This is an optimization exercise on Yosys and OpenROAD, whose aim is small area, a short achievable clock period and few clock cycles, not a production implementation. Function was checked by simulation only, so behaviour that the tests miss may differ from the original.

## monexp_top
module monexp_top (
	input  logic clk,
	input  logic reset,
	input  logic start,
	input  logic [79:0] in_word,  
	input  logic [15:0] n0prime,
	output logic busy,
	output logic [15:0] res_word,
	output logic res_valid
);
Size: ~3400 cells after synthesis, ~34000 um2 of cells after synthesis.
clock: 10.0 ns
lec_check: 0
abc_clock_period_in_ps: 3000
cap_margin: 20
core_margin: 2
core_utilization: 30
setup_slack_margin: 5
slew_margin: 20
run.sh (not shown) runs the stock make flow with config.mk's settings and CLKGATE_MAP_FILE= SYNTH_SCRIPT=/design/flow/synth_recipe.tcl, a recipe that flattens the netlist after the stock synthesis.
Testbench counts at the start, summed over its fixed seeds: cycles 103,715.
Change:
--- a/flow/config.mk
+++ b/flow/config.mk
@@ -9,5 +9,7 @@
 export CAP_MARGIN = 20
 export CORE_MARGIN = 2
-export CORE_UTILIZATION = 30
+export CORE_UTILIZATION = 40
+export GPL_ROUTABILITY_DRIVEN = 0
+export PLACE_DENSITY = 0.7
 export SETUP_SLACK_MARGIN = 5
 export SLEW_MARGIN = 20
Outcome:
- The changed run passed the timing, design-rule and antenna checks
- sequential cell count does not change
- setup slack is better by 0.068 ns
- core utilization increases by 10 points
- final area decreases by 1.7%
- clock-buffer cell count climbs by 3
- non-clock buffer count fell by 11
- synthesized area does not change
Change:
--- a/flow/config.mk
+++ b/flow/config.mk
@@ -10,6 +10,4 @@
 export CORE_MARGIN = 2
 export CORE_UTILIZATION = 40
-export GPL_ROUTABILITY_DRIVEN = 0
-export PLACE_DENSITY = 0.7
 export SETUP_SLACK_MARGIN = 5
 export SLEW_MARGIN = 20
Clock skew drops by 0.027 ns.
Register-to-register slack stays flat.
Worst hold slack stays flat.
Area after synthesis does not change.
Sequential share of layout area barely changes.
Global-route usage climbs by 0.49 points.
Core utilization is about the same.
Via count drops by 1.5%.
Cell area stays flat.
Synthesized cell count stays the same.
Change:
--- a/flow/config.mk
+++ b/flow/config.mk
@@ -6,5 +6,5 @@
 export NUM_CORES = 4
 export LEC_CHECK = 0
-export ABC_CLOCK_PERIOD_IN_PS = 3000
+export ABC_AREA = 1
 export CAP_MARGIN = 20
 export CORE_MARGIN = 2
Final cell count is higher by 14%.
Global-route usage drops by 0.65 points.
Utilization grows by 0.16 points.
Change:
==> flow/flow/run.sh (new file) <==
#!/bin/bash
set -euo pipefail
export SETUP_SLACK_MARGIN=6
bash standard.sh > standard.log 2>&1
==> flow/standard.sh (new file) <==
#!/bin/bash
# synth_recipe.tcl (not shown) runs the flow's synth.tcl, then flattens the netlist and writes it again
# the make line also repeats each setting of config.mk as NAME=value (left out here)
make -C /OpenROAD-flow-scripts/flow DESIGN_CONFIG=/design/flow/config.mk WORK_HOME=/design/flow/orfs CLKGATE_MAP_FILE= SYNTH_SCRIPT=/design/flow/synth_recipe.tcl "${@:-finish}"
--- a/flow/config.mk
+++ b/flow/config.mk
@@ -6,8 +6,7 @@
 export NUM_CORES = 4
 export LEC_CHECK = 0
-export ABC_AREA = 1
+export ABC_CLOCK_PERIOD_IN_PS = 3000
 export CAP_MARGIN = 20
 export CORE_MARGIN = 2
 export CORE_UTILIZATION = 40
-export SETUP_SLACK_MARGIN = 5
 export SLEW_MARGIN = 20
removed: flow/run.sh
After rerunning: The new run went through all stages and came out clean. Die area shrinks by 1.7%. Final cell count fell by 11%. Core utilization grows by 2.2 points.

========
The RTL this note starts from:
==> flow/design.v <==
`default_nettype none
package monexp_pkg;
	typedef logic [16-1:0] word_t;  
	typedef logic [(16 * 4)-1:0] oper_t;  
	typedef struct packed {
		word_t m;  
		word_t e;  
		word_t n;  
		word_t t;  
		word_t r;  
	} load_word_t;
	typedef struct packed {
		oper_t m;
		oper_t e;
		oper_t n;
		oper_t t;
		oper_t r;
		word_t n0prime;  
	} operand_set_t;
	typedef struct packed {
		oper_t a;
		oper_t b;
	} mont_req_t;
endpackage
`default_nettype wire
`timescale 1ns/1ps
`default_nettype none
module monexp_top (
	input  logic clk,
	input  logic reset,
	input  logic start,
	input  logic [79:0] in_word,  
	input  logic [15:0] n0prime,
	output logic busy,
	output logic [15:0] res_word,
	output logic res_valid
);
	localparam logic [2:0] S_IDLE = 3'd0, S_LOAD = 3'd1, S_RUN = 3'd2, S_WAIT = 3'd3, S_UNLD = 3'd4;
	localparam logic [1:0] P_MBAR = 2'd0, P_SQR = 2'd1, P_MUL = 2'd2, P_FIN = 2'd3;
	logic [2:0] state;
	logic [1:0] wcnt;  
	logic [1:0] ptype;  
	logic [3:0] it;  
	logic conv;  
	logic bsel;  
	logic [5:0] bcnt;  
	logic [61:0] n_q;  
	logic [63:0] e_q;  
	logic [62:0] mb_q;  
	logic [63:0] c_q;  
	logic [3:0] np_q;  
	logic [63:0] ss_q, sc_q;  
	logic gam_q;  
	logic [3:0] a_q;  
	logic [3:0] p_q;  
	wire [15:0] w_m = in_word[79:64];
	wire [15:0] w_e = in_word[63:48];
	wire [15:0] w_n = in_word[47:32];
	wire [15:0] w_t = in_word[31:16];
	wire accept = start & ~busy & (state == S_IDLE);
	wire iter = (state == S_RUN) & ~conv;
	wire last_it = (it == 4'd15);
	wire [62:0] b_op = bsel ? mb_q : c_q[62:0];
	wire [3:0] u = ss_q[3:0] + sc_q[3:0] + {3'b0, gam_q} + p_q;
	wire [3:0] q = u * np_q;
	wire [67:0] r0 = {4'b0, ss_q};
	wire [67:0] r1 = {4'b0, sc_q};
	wire [67:0] r2 = {5'b0, b_op & {63{a_q[0]}}};
	wire [67:0] r3 = {4'b0, b_op & {63{a_q[1]}}, gam_q};
	wire [67:0] r4 = {3'b0, b_op & {63{a_q[2]}}, 2'b0};
	wire [67:0] r5 = {2'b0, b_op & {63{a_q[3]}}, 3'b0};
	wire [67:0] r6 = {6'b0, n_q & {62{q[0]}}};
	wire [67:0] r7 = {5'b0, n_q & {62{q[1]}}, 1'b0};
	wire [67:0] r8 = {4'b0, n_q & {62{q[2]}}, 2'b0};
	wire [67:0] r9 = {3'b0, n_q & {62{q[3]}}, 3'b0};
	wire [67:0] s1a = r0 ^ r1 ^ r2;
	wire [67:0] c1a = {(r0[66:0] & r1[66:0]) | (r0[66:0] & r2[66:0]) | (r1[66:0] & r2[66:0]), 1'b0};
	wire [67:0] s1b = r3 ^ r4 ^ r5;
	wire [67:0] c1b = {(r3[66:0] & r4[66:0]) | (r3[66:0] & r5[66:0]) | (r4[66:0] & r5[66:0]), 1'b0};
	wire [67:0] s2 = s1a ^ c1a ^ s1b;
	wire [67:0] c2 = {(s1a[66:0] & c1a[66:0]) | (s1a[66:0] & s1b[66:0]) | (c1a[66:0] & s1b[66:0]), 1'b0};
	wire [67:0] x1 = s2 ^ c2 ^ c1b;
	wire [67:0] x2 = {(s2[66:0] & c2[66:0]) | (s2[66:0] & c1b[66:0]) | (c2[66:0] & c1b[66:0]), 1'b0};
	wire [67:0] s4a = x1 ^ x2 ^ r6;
	wire [67:0] c4a = {(x1[66:0] & x2[66:0]) | (x1[66:0] & r6[66:0]) | (x2[66:0] & r6[66:0]), 1'b0};
	wire [67:0] s4b = r7 ^ r8 ^ r9;
	wire [67:0] c4b = {(r7[66:0] & r8[66:0]) | (r7[66:0] & r9[66:0]) | (r8[66:0] & r9[66:0]), 1'b0};
	wire [67:0] s5 = s4a ^ c4a ^ s4b;
	wire [67:0] c5 = {(s4a[66:0] & c4a[66:0]) | (s4a[66:0] & s4b[66:0]) | (c4a[66:0] & s4b[66:0]), 1'b0};
	wire [67:0] s6 = s5 ^ c5 ^ c4b;
	wire [67:0] c6 = {(s5[66:0] & c5[66:0]) | (s5[66:0] & c4b[66:0]) | (c5[66:0] & c4b[66:0]), 1'b0};
	wire gam_n = |(s6[3:0] | c6[3:0]);
	wire [63:0] sum = ss_q + sc_q + {63'b0, gam_q};
	wire bit_one = e_q[63];
	wire bits_done = (bcnt == 6'd0);
	wire scan_more = (ptype == P_MBAR) & ~bit_one & ~bits_done;
	wire nx_mul = (ptype == P_SQR) & bit_one;
	wire nx_fin = ~nx_mul & bits_done;
	wire [3:0] c_lo = conv ? sum[3:0] : c_q[3:0];  
	wire [3:0] nx_a = nx_fin ? 4'd1 : c_lo;
	wire [3:0] nx_b = nx_mul ? mb_q[3:0] : c_lo;
	logic [3:0] a_dig;
	always_comb begin
		a_dig = 4'd0;
		for (int k = 0; k < 16; k++)
			if (it == 4'(k - 1) && ptype != P_FIN)
				a_dig = c_q[4*k +: 4];
	end
	logic [3:0] a_n, b_n;  
	always_comb begin
		a_n = a_dig;
		b_n = b_op[3:0];
		if (state == S_LOAD) begin
			a_n = c_q[19:16];  
			b_n = mb_q[3:0];
		end else if (state != S_RUN || conv) begin
			a_n = nx_a;
			b_n = nx_b;
		end
	end
	wire [3:0] p_n = a_n * b_n;
	always_ff @(posedge clk) begin
		a_q <= a_n;
		p_q <= p_n;
		if (iter) begin
			ss_q <= s6[67:4];
			sc_q <= c6[67:4];
			gam_q <= gam_n;
		end else begin
			ss_q <= '0;
			sc_q <= '0;
			gam_q <= 1'b0;
		end
		if (accept)
			np_q <= n0prime[3:0];
		if (state == S_LOAD) begin
			case (wcnt)
				2'd0: begin n_q[15:0] <= w_n; mb_q[15:0] <= w_m; end
				2'd1: begin n_q[31:16] <= w_n; mb_q[31:16] <= w_m; end
				2'd2: begin n_q[47:32] <= w_n; mb_q[47:32] <= w_m; end
				default: begin n_q[61:48] <= w_n[13:0]; mb_q[62:48] <= w_m[14:0]; end
			endcase
		end else if (conv && ptype == P_MBAR)
			mb_q <= sum[62:0];
		if (state == S_LOAD || state == S_UNLD)
			c_q <= {w_t, c_q[63:16]};
		else if (conv)
			c_q <= {1'b0, sum[62:0]};
	end
	wire e_shift = ((state == S_RUN) & (ptype == P_MBAR) & ~bit_one & ~bits_done)  
		| (((state == S_RUN) & conv) | ((state == S_WAIT) & ~scan_more)) & (ptype != P_FIN) & ~nx_mul & ~nx_fin & ~scan_more  
		| ((state == S_WAIT) & scan_more);
	always_ff @(posedge clk) begin
		if (state == S_LOAD) begin
			case (wcnt)
				2'd0: e_q[15:0] <= w_e;
				2'd1: e_q[31:16] <= w_e;
				2'd2: e_q[47:32] <= w_e;
				default: e_q[63:48] <= w_e;
			endcase
		end else if (e_shift)
			e_q <= {e_q[62:0], 1'b0};
	end
	always_ff @(posedge clk or posedge reset) begin
		if (reset) begin
			state <= S_IDLE;
			wcnt <= '0;
			ptype <= P_MBAR;
			it <= '0;
			conv <= 1'b0;
			bsel <= 1'b0;
			bcnt <= '0;
			busy <= 1'b0;
			res_valid <= 1'b0;
		end else begin
			if (e_shift)
				bcnt <= bcnt - 1'b1;
			case (state)
				S_IDLE: if (accept) begin
					state <= S_LOAD;
					wcnt <= '0;
					busy <= 1'b1;
				end
				S_LOAD: begin
					wcnt <= wcnt + 1'b1;
					if (wcnt == 2'd3) begin
						state <= S_RUN;
						ptype <= P_MBAR;
						bsel <= 1'b1;  
						it <= '0;
						conv <= 1'b0;
						bcnt <= 6'd63;
					end
				end
				S_RUN: begin
					if (!conv) begin
						it <= it + 1'b1;
						if (last_it)
							conv <= 1'b1;
					end else begin
						conv <= 1'b0;
						if (ptype == P_FIN) begin
							state <= S_UNLD;
							wcnt <= '0;
							res_valid <= 1'b1;
						end else if (scan_more) begin
							state <= S_WAIT;
						end else begin
							ptype <= nx_mul ? P_MUL : (nx_fin ? P_FIN : P_SQR);
							bsel <= nx_mul;
						end
					end
				end
				S_WAIT: if (!scan_more) begin
					state <= S_RUN;
					ptype <= nx_fin ? P_FIN : P_SQR;
					bsel <= 1'b0;
				end
				S_UNLD: begin
					wcnt <= wcnt + 1'b1;
					if (wcnt == 2'd3) begin
						state <= S_IDLE;
						busy <= 1'b0;
						res_valid <= 1'b0;
					end
				end
				default: state <= S_IDLE;
			endcase
		end
	end
	assign res_word = c_q[15:0];
endmodule
`default_nettype wire
Settings: LEC_CHECK=0, ABC_CLOCK_PERIOD_IN_PS=3000, CAP_MARGIN=20, CORE_MARGIN=2, CORE_UTILIZATION=40, SLEW_MARGIN=20; clock period 10.0 ns.
Stock flow here: none of the scripts above is used.
Testbench counts at the start, summed over its fixed seeds: cycles 103,715.
Edit:
--- a/flow/config.mk
+++ b/flow/config.mk
@@ -10,3 +10,4 @@
 export CORE_MARGIN = 2
 export CORE_UTILIZATION = 40
+export SETUP_SLACK_MARGIN = 5
 export SLEW_MARGIN = 20
Result:
- design area goes up by 3.1%
- via count goes up by 1.3%
- non-clock buffer count goes up by 29
- global-route usage goes up by 0.69 points
- utilization goes up by 1.4 points
- synthesized cell count is unchanged
- count of clock-buffer cells in the layout goes down by 1
Edit:
--- a/flow/config.mk
+++ b/flow/config.mk
@@ -6,8 +6,6 @@
 export NUM_CORES = 4
 export LEC_CHECK = 0
-export ABC_CLOCK_PERIOD_IN_PS = 3000
 export CAP_MARGIN = 20
 export CORE_MARGIN = 2
 export CORE_UTILIZATION = 40
-export SETUP_SLACK_MARGIN = 5
 export SLEW_MARGIN = 20
=> Routed wire length goes down by about 4%. Global-route usage goes down by 0.69 points. Synthesized area is unchanged. First-iteration DRC count goes down by about 13%. Synthesized cell count stays the same. Utilization goes down by 1.4 points. Cell area goes down by about 3%. Flip-flop and latch count stays the same. Critical path depth goes down by 3.
Edit:
--- a/flow/config.mk
+++ b/flow/config.mk
@@ -8,4 +8,5 @@
 export CAP_MARGIN = 20
 export CORE_MARGIN = 2
-export CORE_UTILIZATION = 40
+export CORE_UTILIZATION = 65
+export SETUP_SLACK_MARGIN = 5
 export SLEW_MARGIN = 20
Effect: The new run completed with no timing, DRC or antenna violations. Count of clock-buffer cells in the layout drops by 8. Hold slack gains 0.011 ns. Cell area climbs slightly. Final cell count drops by roughly a tenth. Global-route usage climbs by 15 points. Fmax climbs by about a fifth. Synthesized area is unchanged.

==> port drivers added, routing unchanged <==
No port has a modelled driver above. Below, the same layouts with a new extraction and two added sets of constraints. Step 1: set_driving_cell puts a clkbuf_16 on clk and a buf_2 on each other input, an assumption about the parent block. Step 2 moves the port delays by t, midway between the first and last clock arrival at a register: inputs arrive t later, outputs are due t later. That takes back most of the time a late clock gives input paths. a / b / c = ideal / step 1 / step 2; a / b = the first two.
| run | shift t [ns] | setup WS [ns] | hold slack, ns | slew at the worst register clock pin (ns) | cell pins on the clock port's net |
|---|---|---|---|---|---|
| the first run of note 1 | 0.668 | 5.103 / 5.103 / 5.103 | 0.513 / 0.513 / 0.513 | 0.07 / 0.07 | 1 |
| the second run of note 1 | 0.673 | 5.171 / 5.171 / 5.171 | 0.513 / 0.513 / 0.513 | 0.07 / 0.07 | 1 |
| the third run of note 1 | 0.678 | 5.176 / 5.176 / 5.176 | 0.510 / 0.510 / 0.510 | 0.07 / 0.07 | 1 |
| the fourth run of note 1 | 0.663 | 5.126 / 5.126 / 5.126 | 0.482 / 0.482 / 0.482 | 0.07 / 0.07 | 1 |
| the fifth run of note 1 | 0.659 | 5.240 / 5.240 / 5.240 | 0.515 / 0.515 / 0.515 | 0.07 / 0.07 | 1 |
| the first run of note 2 | 0.678 | 3.444 / 3.444 / 3.444 | 0.509 / 0.509 / 0.509 | 0.07 / 0.07 | 1 |
| the second run of note 2 | 0.674 | 4.430 / 4.430 / 4.430 | 0.513 / 0.513 / 0.513 | 0.06 / 0.06 | 1 |
| the third run of note 2 | 0.678 | 3.444 / 3.444 / 3.444 | 0.509 / 0.509 / 0.509 | 0.07 / 0.07 | 1 |
| the fourth run of note 2 | 0.667 | 4.351 / 4.351 / 4.351 | 0.520 / 0.520 / 0.520 | 0.07 / 0.07 | 1 |
After both steps setup and hold are still met in every run listed.
